From an optimization exercise on the open Yosys and OpenROAD flow, aimed at small area and few clock cycles per item; shortcuts taken in it are not production practice.
No run shown here included a check of the RTL's function; only the layout flow was run.

==> flow/design.v, too long to show whole: its modules and the start of the top module <==
// module hysl_add: 34 lines
// module hysl_front: 1464 lines
// module hysl_back: 1095 lines
// module heading_yaw_slew_limiter: 91 lines
module heading_yaw_slew_limiter (
    input  logic                               clk,
    input  logic                               rst_n,
    input  logic                               cfg_we,
    input  logic [hysl_pkg::CFG_IDX_W-1:0]     cfg_index,
    input  logic [hysl_pkg::CFG_DATA_W-1:0]    cfg_data,
    input  logic                               point_valid,
    output logic                               point_ready,
    input  logic signed [31:0]                 point_pos_x,
    input  logic signed [31:0]                 point_pos_y,
    input  logic signed [15:0]                 point_vel_x,
    input  logic signed [15:0]                 point_vel_y,
    output logic                               cmd_valid,
    input  logic                               cmd_ready,
    output logic signed [31:0]                 cmd_x,
    output logic signed [31:0]                 cmd_y,
    output logic        [30:0]                 cmd_z,
    output logic signed [15:0]                 cmd_yaw,
    output logic signed [15:0]                 cmd_yaw_rate
);
  // ...
==> flow/run.sh <==
#!/bin/bash
# synth_recipe.tcl (not shown) runs the flow's synth.tcl, then flattens the netlist and writes it again
# the make line also repeats each setting of config.mk as NAME=value (left out here)
make -C /OpenROAD-flow-scripts/flow DESIGN_CONFIG=/design/flow/config.mk WORK_HOME=/design/flow/orfs CLKGATE_MAP_FILE= SYNTH_SCRIPT=/design/flow/synth_recipe.tcl finish
==> flow/config.mk <==
export PLATFORM = sky130hd
export DESIGN_NAME = heading_yaw_slew_limiter
export DESIGN_NICKNAME = heading_yaw_slew_limiter
export VERILOG_FILES = /design/flow/design.v
export SDC_FILE = /design/flow/constraint.sdc
export NUM_CORES = 4
export LEC_CHECK = 0
export CAP_MARGIN = 20
export CORE_MARGIN = 2
export CORE_UTILIZATION = 40
export SLEW_MARGIN = 20
==> flow/constraint.sdc <==
create_clock -name core_clock -period 14.0 [get_ports {clk}]
set_input_delay 2.8000 -clock core_clock [delete_from_list [all_inputs] [get_ports {clk}]]
set_output_delay 2.8000 -clock core_clock [all_outputs]
set_load 0.01 [all_outputs]
==> summary.md, run 1 <==
| Metric | Value |
|---|---|
| CP Capture Type | `flip-flop` |
| Leading area contributor after synthesis | `edfxtp_1` |
| Max incr delay on CP | `0.49 ns` |
| Most frequent cells in the layout | `inv_1 (804), ha_1 (641), xnor2_1 (628), fa_1 (526), edfxtp_1 (487)` |
| Final Instance Count excl. Fillers | `9,271` |
| Wirelength per Cell | `19.0 um` |
| CP Class | `input pin to flip-flop` |
| Layout area overhead | `12.4%` |
| Tcrit/Tclk final | `93.0%` |
| Cell row count | `149` |
| HPWL Detailed | `140,000 um` |
| Non-clk buf share | `4.64%` |
| Final WS setup | `0.979 ns` |
| Pre-CTS setup slack | `-0.224 ns` |
| Hold Fails Final Rpt | `0` |
| Tap cells | `2,189` |
| EDFF count, synth | `487` |
| Avg Inst Size Synth | `9.87 um2` |
| Initial antenna violation count | `9` |
| Unique masters post-synth | `111` |
| Detailed Route Iter0 Violations | `3,118` |
| Drt first pass iters | `6` |
| Worst-margin pin slew | `1.06 ns` |
| Die Area | `170,000 um2` |
| Outcome | `complete, no violations` |
| CP Buf/Inv Count | `6` |
| Multi-input gate area | `44,500 um2` |
| Nonclk buf count | `371` |
| Register area | `18,600 um2` |
| Worst-path clk slew | `0.06 ns` |
| Total grt overflow | `0` |
| Adder-cell share of the synthesized area | `27.8%` |
| Metal3 WL | `9570 um` |
| Post-Route Hold Slack | `0.408 ns` |
| Num sequential | `648` |
| WP data required | `14.47 ns` |
==> module hysl_add, before the edit <==
module hysl_add #(
    parameter int W = 8
) (
    input  logic [W-1:0] a,
    input  logic [W-1:0] b,
    input  logic         ci,
    output logic [W-1:0] y
);
    localparam int L = $clog2(W + 1);
    logic [W:0] g [0:L];
    logic [W:0] p [0:L];
    assign g[0][0]   = ci;
    assign p[0][0]   = 1'b0;
    assign g[0][W:1] = a & b;
    assign p[0][W:1] = a ^ b;
    for (genvar l = 0; l < L; l++)
    begin : g_lvl
        for (genvar i = 0; i <= W; i++)
        begin : g_bit
            if ((i >> l) % 2 == 1)
            begin : g_op
                localparam int J = ((i >> l) << l) - 1;
                assign g[l+1][i] = g[l][i] | (p[l][i] & g[l][J]);
                assign p[l+1][i] = p[l][i] & p[l][J];
            end
            else
            begin : g_pass
                assign g[l+1][i] = g[l][i];
                assign p[l+1][i] = p[l][i];
            end
        end
    end
    assign y = p[0][W:1] ^ g[L][W-1:0];
endmodule
==> run 2: changes to the inputs <==
--- a/flow/design.v
+++ b/flow/design.v
@@ -14,17 +14,24 @@
 module hysl_add #(
     parameter int W = 8
 ) (
     input  logic [W-1:0] a,
     input  logic [W-1:0] b,
     input  logic         ci,
     output logic [W-1:0] y
 );
-    localparam int L = $clog2(W + 1);
+    function automatic integer levels(input integer n);
+        integer r;
+        r = 0;
+        while ((1 << r) < n)
+            r = r + 1;
+        levels = r;
+    endfunction
+    localparam int L = levels(W + 1);
     logic [W:0] g [0:L];
     logic [W:0] p [0:L];
     assign g[0][0]   = ci;
     assign p[0][0]   = 1'b0;
     assign g[0][W:1] = a & b;
     assign p[0][W:1] = a ^ b;
     for (genvar l = 0; l < L; l++)
     begin : g_lvl
@@ -1533,110 +1540,50 @@
     logic        [15:0] held_yaw_reg;
     logic        [15:0] held_rate_reg;
     logic        [31:0] x_reg;
     logic        [31:0] y_reg;
     logic        [15:0] inv;
     logic        [15:0] a;
     logic        [16:0] d;
     logic        [15:0] dm;
-    logic        [18:0] d19;
-    logic        [18:0] s19;
-    logic        [18:0] sw19;
-    logic        [18:0] t_gt_pi;
-    logic        [18:0] t_lt_npi;
-    logic        [18:0] t_b1;
-    logic        [18:0] t_b2;
-    logic        [18:0] t_b3;
-    logic        [18:0] t_b4;
     logic               gt_pi;
     logic               lt_npi;
-    logic               b1;
-    logic               b2;
-    logic               b3;
-    logic               b4;
-    logic               stepped;
+    logic        [16:0] kw;
+    logic        [16:0] e;
     logic               neg;
+    logic        [17:0] t;
+    logic               stepped;
     logic               lim;
-    logic signed [17:0] cm;
-    logic signed [17:0] cp;
-    logic        [15:0] cms;
-    logic        [15:0] cps;
-    logic signed [16:0] hm;
-    logic signed [16:0] hp;
+    logic        [17:0] ys;
+    logic        [17:0] kys;
+    logic        [17:0] yw;
+    logic        [16:0] rs;
     logic        [31:0] acc_a;
     logic        [31:0] acc_b;
     logic        [31:0] acc;
     logic        [15:0] avg_mul;
     logic        [15:0] yaw_next;
     logic        [15:0] rate_next;
     assign inv = inv_tick;
     assign a   = in_slow ? held_yaw_reg : in_aim;
     hysl_add #(17) u_d (.a({a[15], a}), .b(~{held_yaw_reg[15], held_yaw_reg}), .ci(1'b1), .y(d));
     assign dm  = d[15:0];
-    assign d19  = {{2{d[16]}}, d};
-    assign s19  = {4'd0, yaw_step_max};
-    assign sw19 = s19 - 19'd51472;
-    hysl_add #(19) u_gt_pi  (.a(19'd25736), .b(~d19), .ci(1'b1), .y(t_gt_pi));
-    hysl_add #(19) u_lt_npi (.a(d19), .b(19'd25736), .ci(1'b0), .y(t_lt_npi));
-    hysl_add #(19) u_b1     (.a(d19), .b(sw19), .ci(1'b0), .y(t_b1));
-    hysl_add #(19) u_b2     (.a(sw19), .b(~d19), .ci(1'b1), .y(t_b2));
-    hysl_add #(19) u_b3     (.a(d19), .b(s19), .ci(1'b0), .y(t_b3));
-    hysl_add #(19) u_b4     (.a(s19), .b(~d19), .ci(1'b1), .y(t_b4));
-    assign gt_pi  = t_gt_pi[18];
-    assign lt_npi = t_lt_npi[18];
-    assign b1     = t_b1[18];
-    assign b2     = t_b2[18];
-    assign b3     = t_b3[18];
-    assign b4     = t_b4[18];
-    always_comb
-    begin
-        lim     = 1'b1;
-        stepped = 1'b0;
-        neg     = 1'b0;
-        if (gt_pi)
-        begin
-            stepped = b1;
-            neg     = 1'b1;
-        end
-        else if (lt_npi)
-        begin
-            stepped = b2;
-            neg     = 1'b0;
-        end
-        else if (b3)
-        begin
-            stepped = 1'b1;
-            neg     = 1'b1;
-        end
-        else if (b4)
-        begin
-            stepped = 1'b1;
-            neg     = 1'b0;
-        end
-        else
-            lim = 1'b0;
-    end
-    always_comb
-    begin
-        cm = 18'($signed(held_yaw_reg)) - 18'($signed({1'b0, yaw_step_max}));
-        cp = 18'($signed(held_yaw_reg)) + 18'($signed({1'b0, yaw_step_max}));
-        if (cm > 18'sd25736)
-            cm = cm - 18'sd51472;
-        else if (cm <= -18'sd25736)
-            cm = cm + 18'sd51472;
-        if (cp > 18'sd25736)
-            cp = cp - 18'sd51472;
-        else if (cp <= -18'sd25736)
-            cp = cp + 18'sd51472;
-        cms = cm[15:0];
-        cps = cp[15:0];
-        hm = (17'($signed(held_rate_reg)) - 17'($signed({1'b0, yaw_rate_max}))) >>> 1;
-        hp = (17'($signed(held_rate_reg)) + 17'($signed({1'b0, yaw_rate_max}))) >>> 1;
-    end
+    assign gt_pi  = $signed(d) > 17'sd25736;
+    assign lt_npi = $signed(d) < -17'sd25736;
+    assign kw     = gt_pi ? -17'sd51472 : (lt_npi ? 17'sd51472 : 17'sd0);
+    hysl_add #(17) u_e (.a(d), .b(kw), .ci(1'b0), .y(e));
+    assign neg    = e[16];
+    hysl_add #(18) u_t (.a({3'd0, yaw_step_max}), .b({e[16], e} ^ {18{!neg}}), .ci(!neg), .y(t));
+    assign stepped = t[17];
+    assign lim     = gt_pi || lt_npi || stepped;
+    hysl_add #(18) u_ys (.a({{2{held_yaw_reg[15]}}, held_yaw_reg}), .b({3'd0, yaw_step_max} ^ {18{neg}}), .ci(neg), .y(ys));
+    assign kys = ($signed(ys) > 18'sd25736) ? -18'sd51472 : (($signed(ys) <= -18'sd25736) ? 18'sd51472 : 18'sd0);
+    hysl_add #(18) u_yw (.a(ys), .b(kys), .ci(1'b0), .y(yw));
+    hysl_add #(17) u_rs (.a({held_rate_reg[15], held_rate_reg}), .b({2'd0, yaw_rate_max} ^ {17{neg}}), .ci(neg), .y(rs));
     logic mt_1;
     logic mt_2;
     logic mt_3;
     logic mt_4;
     logic mt_5;
     logic mt_6;
     logic mt_7;
     logic mt_8;
@@ -2566,18 +2513,18 @@
     always_comb
     begin
         if (acc[31:26] == 6'b000000 || acc[31:26] == 6'b111111)
             avg_mul = acc[26:11];
         else if (acc[31])
             avg_mul = 16'h8000;
         else
             avg_mul = 16'h7FFF;
-        yaw_next  = stepped ? (neg ? cms : cps) : a;
-        rate_next = lim ? (neg ? hm[15:0] : hp[15:0]) : avg_mul;
+        yaw_next  = stepped ? yw[15:0] : a;
+        rate_next = lim ? rs[16:1] : avg_mul;
     end
     always_ff @(posedge clk or negedge rst_n)
     begin
         if (!rst_n)
         begin
             out_valid_reg <= 1'b0;
             held_yaw_reg  <= '0;
             held_rate_reg <= '0;
==> flow/config.mk (replaced) <==
export PLATFORM = sky130hd
export DESIGN_NAME = heading_yaw_slew_limiter
export DESIGN_NICKNAME = heading_yaw_slew_limiter
export VERILOG_FILES = /design/flow/design.v
export SDC_FILE = /design/flow/constraint.sdc
export NUM_CORES = 4
export LEC_CHECK = 0
export ABC_AREA = 1
export CAP_MARGIN = 20
export CORE_MARGIN = 2
export CORE_UTILIZATION = 40
export SLEW_MARGIN = 20
==> summary.md, run 2 <==
| Metric | Value |
|---|---|
| Layout area overhead | `12.6% (was 12.4%)` |
| Worst-path clk slew | `0.06 ns (about the same)` |
| H-tree depth | `3 (unchanged)` |
| Tcrit/Tclk final | `92.3% (was 93.0%)` |
| Fin Clk Skew | `0.0408 ns (was 0.0203 ns)` |
| Max_slew headroom | `28.5% (was 29.2%)` |
| Max-Cap Viols | `0 (unchanged)` |
| HP Start | `u_front.px_r3[13]$_DFFE_PN_ (was u_front.d02_r3$_DFFE_PN_)` |
| Worst R2R Setup Slack | `1.40 ns (was 1.05 ns)` |
| DRC viols | `0 (unchanged)` |
| Detailed Route Iter0 Violations | `2,670 (was 3,118)` |
| Synth area leaders | `edfxtp_1 (23%), fa_1 (17%), ha_1 (12%) (was edfxtp_1 (22%), fa_1 (16%), ha_1 (12%))` |
| Worst r2r dst | `u_back.held_yaw_reg[15]$_DFFE_PN0P_ (was u_front.cx_r7[18]$_DFFE_PN_)` |
| Post-Route Hold Slack | `0.413 ns (was 0.408 ns)` |
| Area post-placement | `68,500 um2 (was 72,300 um2)` |
| Die Area | `161,000 um2 (was 170,000 um2)` |
| Worst-skew pair later-pin latency | `0.70 ns (was 0.72 ns)` |
| Largest fanout on the critical path | `53 (was 14)` |
| Hold Fails Final Rpt | `0 (unchanged)` |
| Final Max Tran Viols | `0 (unchanged)` |
| CP Capture Type | `flip-flop (unchanged)` |
| CP arrival | `13.32 ns (was 13.49 ns)` |
| Netlist Area Pre-Place | `63,300 um2 (was 66,700 um2)` |
| Tmin final | `12.92 ns (was 13.02 ns)` |
| Gpl congestion | `0.902 (was 0.911)` |
| Worst R2R Start | `u_front.sl_rz$_DFFE_PN_ (was u_front.u_r3[22]$_DFFE_PN_)` |
| Nets@finish | `8,692 (was 8,321)` |
| CP Class | `input pin to flip-flop (unchanged)` |
| Post-route ant nets | `0 (unchanged)` |
| Unrepaired setup endpoints after global routing | `no (unchanged)` |
| IO buf count | `264 (unchanged)` |
| Final-report setup violation count | `0 (unchanged)` |
| Worst min path class | `flip-flop to flip-flop (unchanged)` |
| Outcome | `complete, no violations (unchanged)` |
| Final Instance Count excl. Fillers | `9,541 (was 9,271)` |
| Synth Register Bits | `648 (unchanged)` |
| Clock tree buffer depth | `3 (unchanged)` |
| Wirelength, routed | `156,000 um (was 176,000 um)` |
| WP data required | `14.41 ns (was 14.47 ns)` |
| Total number of vias | `46,300 (was 49,000)` |
| Initial antenna violation count | `3 (was 9)` |
| Unique masters post-synth | `73 (was 111)` |
| Final Cell Area | `71,300 um2 (was 75,000 um2)` |
| First-pass GRT wire length | `252,000 um (was 279,000 um)` |
| Drt first pass iters | `5 (was 6)` |
| Largest net degree at the start of global routing | `174 (was 120)` |
| Worst r2r path cells | `73 (was 48)` |
| Initial Util | `40.4% (about the same)` |
| Yosys warns | `48 (unchanged)` |
| Max incr delay on CP | `0.93 ns (was 0.49 ns)` |
| Worst Setup Start Kind | `input pin (unchanged)` |
| Root Buffer Master | `clkbuf_16 (unchanged)` |
| Die height | `402 um (was 412 um)` |
| I/O pin count | `265 (unchanged)` |
| Post-synth top area share | `23.1% (was 21.9%)` |
| Max Freq | `0.0774 GHz (was 0.0768 GHz)` |
| Seq/Total Area, Yosys | `29.4% (was 27.9%)` |
| Core area | `157,000 um2 (was 165,000 um2)` |
| Max stage delay cell, worst path | `clkdlybuf4s50_1 (was nor4b_2)` |
| Fraction of registers with async set/reset | `22.5% (unchanged)` |
| CTS Sinks | `648 (unchanged)` |
| Cell row count | `145 (was 149)` |
| DR vias/cell | `4.86 (was 5.29)` |
| Setup TNS | `0 ns (unchanged)` |
| Commonest non-fill, non-tap cell in the layout | `inv_1 (unchanged)` |
| Wirelength per Cell | `16.3 um (was 19.0 um)` |
| Multi-input gate area | `38,900 um2 (was 44,500 um2)` |
| Register area | `18,600 um2 (unchanged)` |
| Total CTS buffers | `73 (was 78)` |
| Commonest cells post-synth | `inv_1 (1,357), nand2_1 (1,254), ha_1 (601) (was inv_1 (806), ha_1 (641), xnor2_1 (632))` |
| Placed cell count | `9,386 (was 9,123)` |
| Hold Path Depth | `0 (unchanged)` |
| Avg Inst Size Synth | `8.87 um2 (was 9.87 um2)` |
| Most frequent cells in the layout | `inv_1 (1,356), nand2_1 (1,252), ha_1 (601), nor2_1 (567), fa_1 (532) (was inv_1 (804), ha_1 (641), xnor2_1 (628), fa_1 (526), edfxtp_1 (487))` |
| HPWL Detailed | `127,000 um (was 140,000 um)` |
| Leading area contributor after synthesis | `edfxtp_1 (unchanged)` |
| Vias in the first global route | `47,200 (was 49,800)` |
| CTS tree | `done (unchanged)` |
| Die span in x | `402 um (was 412 um)` |
| Total grt overflow | `0 (unchanged)` |
| EDFF count, synth | `487 (unchanged)` |
| Worst-margin pin slew | `1.07 ns (was 1.06 ns)` |
| CP most frequent cell | `nand2_1` |
| Cells after Synth | `7,136 (was 6,760)` |
| Tot GR Track Use | `19.5% (was 20.8%)` |
| Most frequent cell after synthesis | `inv_1 (unchanged)` |
| Fill cells | `15,200 (was 15,600)` |
| Layout cell share with drive strength beyond 1 | `5.57% (was 6.30%)` |
| Main flop type after synthesis | `edfxtp_1 (unchanged)` |
| Hold Path Sink | `u_front.px_r7[13]$_DFFE_PN_ (was u_front.d02_r7$_DFFE_PN_)` |
-- run 2: kinds of logic after synthesis --
group	Yosys count	share of synthesized area [%]
simple gates	2277	15.1
buf+inv	1549	9.24
fa+ha+maj	1135	28.8
compound gates	765	6.85
xor+xnor	758	10.6
flops	648	29.4
other cells	2	0.0119
mux	2	0.0316
-- run 2: worst max-delay path: cells and delay by family --
family | cells | cell delay [ns]
compound gates | 19 | 3.74
buf+inv | 7 | 2.49
simple gates | 29 | 2.39
fa+ha+maj | 5 | 1.65
xor+xnor | 2 | 0.21
-- run 2: per-stage QoR --
stage          setup slack [ns]  util [%]
2_1_floorplan              1.31         -
3_3_place_gp              0.776      43.7
3_5_place_dp              0.511      43.7
4_1_cts                   0.763      45.3
5_1_grt                 0.00848      45.5
6_report                   1.08      45.5
-- run 2: worst max-delay path by stage --
stage                                 start                                  end  slack, ns
floorplan                   point_vel_y[15]          u_front.cx_r3[23]$_DFFE_PN_       1.31
global placement             point_vel_y[6]           u_front.u_r3[22]$_DFFE_PN_       0.78
detailed placement          point_vel_y[15]           u_front.u_r3[22]$_DFFE_PN_       0.51
CTS                 u_front.sl_rz$_DFFE_PN_  u_back.held_yaw_reg[15]$_DFFE_PN0P_       0.76
global route                point_vel_y[15]           u_front.u_r3[22]$_DFFE_PN_      0.008
finish                      point_vel_y[15]           u_front.u_r3[22]$_DFFE_PN_       1.08
-- run 2: area by class of cell --
| type | instances | area share (%) |
|---|---|---|
| Tap cell | 2058 | 3.61 |
| Inverter | 1397 | 7.37 |
| Antenna cell | 1 | 0.00351 |
| Sequential cell | 648 | 26.1 |
| Timing Repair Buffer | 346 | 4.68 |
| Multi-Input combinational cell | 4955 | 54.6 |
| Clock inverter | 43 | 0.830 |
| Clock buffer | 93 | 2.77 |
-- run 2: repair_timing --
item                       CTS  global route
setup endpoints to repair    0            14
setup buffers                0            17
gates resized for setup      0             3
hold buffers                 0             0
-- run 2: per-layer routing --
layer	up-vias	share of wire (%)	track usage (%)	routed length, um
met4	2	2.8	5.78	4400
met5	-	0.0083	0	13
met3	228	4.6	2.64	7110
met2	920	49	33.7	76000
li1	23000	-	-	-
met1	22200	44	25.4	68200
==> run 3: changes to the inputs <==
--- a/flow/config.mk
+++ b/flow/config.mk
@@ -7,3 +7,2 @@
 export LEC_CHECK = 0
-export ABC_AREA = 1
 export CAP_MARGIN = 20
==> summary.md, run 3 <==
| Metric | Value |
|---|---|
| Final Instance Count excl. Fillers | `8,741 (was 9,541)` |
| HP Start | `u_front.zc_r3[0]$_DFFE_PN_ (was u_front.px_r3[13]$_DFFE_PN_)` |
| Initial Util | `40.2% (was 40.4%)` |
| Synth area leaders | `edfxtp_1 (23%), fa_1 (17%), ha_1 (12%) (unchanged)` |
| Total grt overflow | `0 (unchanged)` |
| Clock tree buffer depth | `3 (unchanged)` |
| Most frequent cells in the layout | `inv_1 (708), ha_1 (601), xnor2_1 (600), fa_1 (531), edfxtp_1 (487) (was inv_1 (1,356), nand2_1 (1,252), ha_1 (601), nor2_1 (567), fa_1 (532))` |
| Drt first pass iters | `7 (was 5)` |
| Die Area | `162,000 um2 (was 161,000 um2)` |
| Seq/Total Area, Yosys | `29.3% (was 29.4%)` |
| Worst-skew pair later-pin latency | `0.72 ns (was 0.70 ns)` |
| CP Capture Type | `flip-flop (unchanged)` |
| Wirelength, routed | `157,000 um (was 156,000 um)` |
| EDFF count, synth | `487 (unchanged)` |
| Leading area contributor after synthesis | `edfxtp_1 (unchanged)` |
| Cells after Synth | `6,262 (was 7,136)` |
| Outcome | `complete, no violations (unchanged)` |
| IO buf count | `264 (unchanged)` |
| Wirelength per Cell | `18.0 um (was 16.3 um)` |
| Worst-margin pin slew | `1.05 ns (was 1.07 ns)` |
| Total number of vias | `44,500 (was 46,300)` |
| Core area | `158,000 um2 (was 157,000 um2)` |
| Max-Cap Viols | `0 (unchanged)` |
| Worst r2r dst | `u_back.held_yaw_reg[15]$_DFFE_PN0P_ (unchanged)` |
| First-pass GRT wire length | `250,000 um (was 252,000 um)` |
| CP arrival | `13.94 ns (was 13.32 ns)` |
| Final Max Tran Viols | `0 (unchanged)` |
| Tcrit/Tclk final | `95.4% (was 92.3%)` |
| DR vias/cell | `5.09 (was 4.86)` |
| Tmin final | `13.35 ns (was 12.92 ns)` |
| Total CTS buffers | `73 (unchanged)` |
| Unique masters post-synth | `110 (was 73)` |
| Initial antenna violation count | `2 (was 3)` |
| Layout area overhead | `13.4% (was 12.6%)` |
| Detailed Route Iter0 Violations | `2,519 (was 2,670)` |
| Max Freq | `0.0749 GHz (was 0.0774 GHz)` |
| Worst min path class | `flip-flop to flip-flop (unchanged)` |
| Commonest non-fill, non-tap cell in the layout | `inv_1 (unchanged)` |
| Die span in x | `403 um (was 402 um)` |
| Die height | `403 um (was 402 um)` |
| Post-synth top area share | `23.0% (was 23.1%)` |
| WP data required | `14.59 ns (was 14.41 ns)` |
| Fraction of registers with async set/reset | `22.5% (unchanged)` |
| HPWL Detailed | `125,000 um (was 127,000 um)` |
| DRC viols | `0 (unchanged)` |
| Max incr delay on CP | `0.58 ns (was 0.93 ns)` |
| Worst r2r path cells | `63 (was 73)` |
| Max_slew headroom | `30.2% (was 28.5%)` |
| Worst-path clk slew | `0.06 ns (about the same)` |
| Root Buffer Master | `clkbuf_16 (unchanged)` |
| Worst R2R Start | `u_front.sl_rz$_DFFE_PN_ (unchanged)` |
| Hold Path Depth | `0 (unchanged)` |
| Worst R2R Setup Slack | `0.65 ns (was 1.40 ns)` |
| Nets@finish | `7,879 (was 8,692)` |
| Commonest cells post-synth | `inv_1 (710), xnor2_1 (606), ha_1 (601) (was inv_1 (1,357), nand2_1 (1,254), ha_1 (601))` |
| Layout cell share with drive strength beyond 1 | `7.69% (was 5.57%)` |
| Largest fanout on the critical path | `6 (was 53)` |
| Hold Path Sink | `u_front.zc_r7[0]$_DFFE_PN_ (was u_front.px_r7[13]$_DFFE_PN_)` |
| Netlist Area Pre-Place | `63,600 um2 (was 63,300 um2)` |
| CP most frequent cell | `a21o_1 (was nand2_1)` |
| Synth Register Bits | `648 (unchanged)` |
| Cell row count | `146 (was 145)` |
| Placed cell count | `8,589 (was 9,386)` |
| CP Class | `flip-flop to flip-flop (was input pin to flip-flop)` |
| Main flop type after synthesis | `edfxtp_1 (unchanged)` |
| Vias in the first global route | `45,600 (was 47,200)` |
| H-tree depth | `3 (unchanged)` |
| Worst Setup Start Kind | `flip-flop (was input pin)` |
| Avg Inst Size Synth | `10.2 um2 (was 8.87 um2)` |
| Tot GR Track Use | `19.4% (was 19.5%)` |
| Final-report setup violation count | `0 (unchanged)` |
| Largest net degree at the start of global routing | `178 (was 174)` |
| Hold buffer count at CTS | `0 (unchanged)` |
| Post-route ant nets | `0 (unchanged)` |
| Most frequent cell after synthesis | `inv_1 (unchanged)` |
| I/O pin count | `265 (unchanged)` |
| Post-Route Hold Slack | `0.408 ns (was 0.413 ns)` |
| CTS Sinks | `648 (unchanged)` |
| Worst setup startpoint | `u_front.sl_rz$_DFFE_PN_ (was point_vel_y[15])` |
| Max stage delay cell, worst path | `fa_2 (was clkdlybuf4s50_1)` |
| CTS tree | `done (unchanged)` |
| Gpl congestion | `0.908 (was 0.902)` |
| Yosys warns | `48 (unchanged)` |
| Fin Clk Skew | `0.0426 ns (was 0.0408 ns)` |
| Hold Fails Final Rpt | `0 (unchanged)` |
## run 3: cell count changes in the layout (fill, tap and decap cells not counted), sizes merged, moves of 69 or more
| cell | delta |
|---|---|
| nand2 | -931 |
| inv | -663 |
| xnor2 | +317 |
| and2 | +235 |
| xor2 | -181 |
| nand3 | -120 |
| nor2 | -119 |
| o21ai | -114 |
| mux2 | +108 |
| a21o | +82 |
| o21a | +81 |
| nor3 | +69 |
## run 3: kinds of logic after synthesis
logic type	synth area share, %
compound gates	9.57
xor+xnor	12.4
fa+ha+maj	28.7
buf+inv	5.42
flops	29.3
mux	2.48
other cells	0.0118
simple gates	12.1
## run 3: cell type report
type                    instances  area (um2)
multi-input cells            4754       42000
well taps                    2072        2590
clock inverters                48         497
flip-flops and latches        648       18600
fillers                     14900       86100
repair buffers                410        3780
clock buffers                  87        1900
diodes                          1        2.50
inverters                     721        2720
## run 3: how the worst max path moves through the flow
stage                                          end  slack [ns]  cells past startpoint
2_1_floorplan  u_back.held_yaw_reg[15]$_DFFE_PN0P_       -0.07                     67
3_3_place_gp           u_front.cx_r7[24]$_DFFE_PN_        0.31                     57
3_5_place_dp   u_back.held_yaw_reg[15]$_DFFE_PN0P_       -0.02                     62
4_1_cts        u_back.held_yaw_reg[15]$_DFFE_PN0P_        0.05                     63
5_1_grt        u_back.held_yaw_reg[15]$_DFFE_PN0P_       -0.08                     65
6_report       u_back.held_yaw_reg[15]$_DFFE_PN0P_        0.65                     63
## run 3: layer usage
layer / vias to the layer above / share of wire, % / GRT usage, %
li1: 21700 / - / -
met1: 21700 / 44 / 25.4
met2: 873 / 48 / 33.0
met3: 254 / 4.4 / 2.66
met4: 2 / 3.3 / 6.72
met5: - / 0.0064 / 0
## run 3: repair_timing
| item | 4_1_cts | 5_1_grt |
|---|---|---|
| setup endpoints to repair | 1 | 21 |
| pin swaps | 0 | 11 |
| endpoints found under the hold margin | 0 | 0 |
| setup buffers | 3 | 13 |
| resized for setup | 0 | 35 |
## run 3: per-stage QoR
stage | setup slack [ns] | utilization [%] | cell area, um2 | TNS, ns
2_1_floorplan | -0.0720 | - | 63800 | -0.0720
3_3_place_gp | 0.309 | 43.9 | 69400 | 0
3_5_place_dp | -0.0162 | 43.9 | 69400 | -0.0162
4_1_cts | 0.0490 | 45.4 | 71900 | 0
5_1_grt | -0.0843 | 45.6 | 72100 | -0.106
6_report | 0.645 | 45.6 | 72100 | 0
## run 3: critical path: cells and delay by family, from the launching register on
| family | cells | cell delay [ns] |
|---|---|---|
| adder cells (fa/ha/maj) | 8 | 2.84 |
| XOR/XNOR | 3 | 0.42 |
| multiplexers | 1 | 0.35 |
| AND/OR/NAND/NOR | 17 | 2.99 |
| buffers and inverters | 2 | 0.31 |
| AO/OA/AOI/OAI | 32 | 5.93 |
| flip-flops | 1 | 0.40 |

[separate check: timing with driven ports]
The results above use ideal ports. As a check the final layouts listed here were re-extracted and re-timed, cells and wires unchanged. Step 1, drivers: a clkbuf_16 drives clk and a buf_2 each remaining input, both assumed. Step 2 times the ports against the registers' clock, not the clock port: input delays grow and output delays shrink by t, the midpoint of the rising clock arrivals with the driver on. Slacks: ideal / step 1 / step 2; pairs: ideal / step 1.
| run | t, ns | setup slack, ns | cell pins on the clock port's net |
|---|---|---|---|
| run 1 | 0.780 | 0.979 / 1.034 / 0.254 | 1 |
| run 2 | 0.752 | 1.083 / 1.137 / 0.385 | 1 |
| run 3 | 0.770 | 0.645 / 0.645 / 0.063 | 1 |
After both steps every run listed still meets setup and hold. The setup slack of run 1, which loses most, moves by +0.055 ns with the drivers and by -0.725 ns with both steps.
